Source: an optimization exercise on an open RTL-to-GDS flow (aim: small area). Production flows keep margins and buffers that such runs may drop. The RTL was checked by simulation tests, not by an equivalence proof against the original design. No activity file was given, so power comes from the tool's default toggle rates.

==> trial 14: inputs <==
==> flow/design.v (excerpt) <==
module u_rf_sb #(
    parameter int unsigned CNT_W = 3
) (
    input  logic        clk,
    input  logic        rst,
    input  logic [4:0]  rs1_a,
    input  logic [4:0]  rs2_a,
    input  logic        rs1_use,
    input  logic        rs2_use,
    output logic [31:0] rf_rs1_o,
    output logic [31:0] rf_rs2_o,
    input  logic        rf_rd_e,
    input  logic [4:0]  rf_rd_a,
    input  logic [31:0] rf_rd_i,
    input  logic        issue_e,
    input  logic [4:0]  issue_a,
    input  logic        issue_kill,
    output logic        stall,
    output logic        sb_err
);
==> flow/config.mk <==
export PLATFORM = sky130hd
export DESIGN_NAME = u_rf_sb
export DESIGN_NICKNAME = u_rf_sb
export VERILOG_FILES = /design/flow/design.v
export SDC_FILE = /design/flow/constraint.sdc
export NUM_CORES = 4
export LEC_CHECK = 0
export CAP_MARGIN = 20
export CORE_MARGIN = 2
export CORE_UTILIZATION = 55
export PLACE_DENSITY = 0.65
export SETUP_SLACK_MARGIN = 0.3
export SLEW_MARGIN = 20
export SYNTH_HIERARCHICAL = 1
==> flow/constraint.sdc <==
create_clock -name core_clock -period 10.0 [get_ports {clk}]
set_input_delay 2.0000 -clock core_clock [delete_from_list [all_inputs] [get_ports {clk}]]
set_output_delay 2.0000 -clock core_clock [all_outputs]
set_load 0.01 [all_outputs]
standard.sh (not shown) runs the stock make flow with config.mk's settings and CLKGATE_MAP_FILE= SYNTH_SCRIPT=/design/flow/synth_recipe.tcl, a recipe that flattens the netlist after the stock synthesis.
==> flow/flow/run.sh <==
#!/bin/bash
# The standard layout (standard.sh: ORFS synthesis through finish) with two
# changes to how the layout is made:
#  - the port buffers that ORFS puts on every input and output are buf_1 cells
#    (ORFS's default pick is the larger clkdlybuf4s50_1);
#  - clock tree synthesis clusters sinks in groups of up to 16 within 60 um,
#    with clkbuf_8 buffers, and inserts no dummy loads.
# Everything else, including synthesis, floorplan, power grid and routing, is
# the standard flow. Its full output goes to standard.log in this folder; ORFS
# keeps each step's own log under orfs/logs/.
set -euo pipefail
export BUFFER_PORTS_ARGS="-buffer_cell sky130_fd_sc_hd__buf_1"
export CTS_ARGS="-sink_clustering_enable -repair_clock_nets -sink_clustering_size 16 -sink_clustering_max_diameter 60 -buf_list sky130_fd_sc_hd__clkbuf_8 -dont_use_dummy_load"
bash standard.sh > standard.log 2>&1
==> inputs of build 32, as changes to trial 14 <==
==> flow/run.sh (new file) <==
#!/bin/bash
# synth_recipe.tcl (not shown) runs the flow's synth.tcl, then flattens the netlist and writes it again
# the make line also repeats each setting of config.mk as NAME=value (left out here)
make -C /OpenROAD-flow-scripts/flow DESIGN_CONFIG=/design/flow/config.mk WORK_HOME=/design/flow/orfs CLKGATE_MAP_FILE= SYNTH_SCRIPT=/design/flow/synth_recipe.tcl finish
--- a/flow/config.mk
+++ b/flow/config.mk
@@ -10,2 +10,5 @@
 export CORE_UTILIZATION = 55
+export CTS_BUF_LIST = sky130_fd_sc_hd__clkbuf_8
+export CTS_CLUSTER_DIAMETER = 50
+export CTS_CLUSTER_SIZE = 12
 export PLACE_DENSITY = 0.65
removed: flow/flow/run.sh
removed: flow/standard.sh
==> inputs of trial 25, as changes to trial 14 <==
--- a/flow/flow/run.sh
+++ b/flow/flow/run.sh
@@ -5,3 +5,3 @@
 #    (ORFS's default pick is the larger clkdlybuf4s50_1);
-#  - clock tree synthesis clusters sinks in groups of up to 16 within 60 um,
+#  - clock tree synthesis clusters sinks in groups of up to 12 within 50 um,
 #    with clkbuf_8 buffers, and inserts no dummy loads.
@@ -12,3 +12,3 @@
 export BUFFER_PORTS_ARGS="-buffer_cell sky130_fd_sc_hd__buf_1"
-export CTS_ARGS="-sink_clustering_enable -repair_clock_nets -sink_clustering_size 16 -sink_clustering_max_diameter 60 -buf_list sky130_fd_sc_hd__clkbuf_8 -dont_use_dummy_load"
+export CTS_ARGS="-sink_clustering_enable -repair_clock_nets -sink_clustering_size 12 -sink_clustering_max_diameter 50 -buf_list sky130_fd_sc_hd__clkbuf_8 -dont_use_dummy_load"
 bash standard.sh > standard.log 2>&1
==> comparison <==
The highest sequential share of layout area belongs to trial 14, the lowest to build 32.
Fmax: build 32 < trial 14 < trial 25.
Between build 32 and trial 14, the lower utilization is in trial 14 (gap 2.2 points).
In build 32 the combinational power is higher than in trial 25, by 8.5%.
Area after synthesis is the same in build 32 and trial 25.
Between build 32 and trial 25, the lower worst setup slack is in build 32 (gap 0.21 ns).
Critical path depth is the same in trial 25 and trial 14.
Wire length: trial 14 < trial 25 < build 32.
The lowest clock skew belongs to build 32, the highest to trial 25.
==> figures <==
                                                                  trial 25                 trial 14                 build 32
Average wire length per cell after detail routing                  37.3 um                  37.4 um                  36.9 um
DP Wirelength                                                   103,000 um               103,000 um               106,000 um
# clk buffers                                                          116                       89                      120
Clock network fraction of design power                               27.6%                    25.4%                    31.6%
Leakage power                                                      17.7 nW                  17.5 nW                  18.5 nW
WL met1                                                          61,100 um                61,100 um                63,000 um
Antenna cell count                                                       6                        7                        4
Non-clk buf share                                                    2.70%                    2.64%                    4.22%
Crit path max fanout                                                    36                       36                       32
Run status                                         complete, no violations  complete, no violations  complete, no violations
Number of vias after detailed routing                               37,500                   37,400                   37,500
Hold path endpoint                                              cnt[24][2]                cnt[7][2]                cnt[6][2]
Destination of the critical timing path                       rf_rs1_o[29]             rf_rs1_o[29]              rf_rs1_o[9]
Total CTS buffers                                                      116                       89                      118
Multi-input logic portion of the cell area                           29.0%                    29.2%                    28.0%
Highest Clock Rate                                                 116 MHz                  116 MHz                  113 MHz
Worst skew pair latency                                            0.80 ns                  0.77 ns                  0.83 ns
Slew at the pin closest to its max-slew limit                      1.24 ns                  1.24 ns                  1.23 ns
Final worst-path cycle share                                         86.3%                    86.5%                    88.4%
Number of global-route vias before repair                           36,600                   36,300                   36,200

[separate check: timing with driven ports]
The results above use ideal ports. As a check the final layouts listed here were re-extracted and re-timed, cells and wires unchanged. Step 1 (the two cells are an assumption about what drives the block):
set clk [get_ports {clk}]
set_driving_cell -lib_cell sky130_fd_sc_hd__clkbuf_16 $clk
set_driving_cell -lib_cell sky130_fd_sc_hd__buf_2 [delete_from_list [all_inputs] $clk]
Step 2 adds t to the input delays and takes it off the output delays; t is the mean of the earliest and latest rising clock arrival at the registers after step 1. Input paths then give back, and output paths get back, about the clock's delay inside the block. a / b / c = no drivers / after step 1 / after step 2; a / b = the first two.
run	shift t [ns]	slack for setup (ns)	worst register clock-pin slew, ns
trial 14	0.788	1.346 / 1.323 / 1.323	0.11 / 0.11
build 32	0.875	1.155 / 1.132 / 1.132	0.08 / 0.08
trial 25	0.819	1.365 / 1.342 / 1.342	0.09 / 0.09
After both steps every run listed still meets setup and hold.
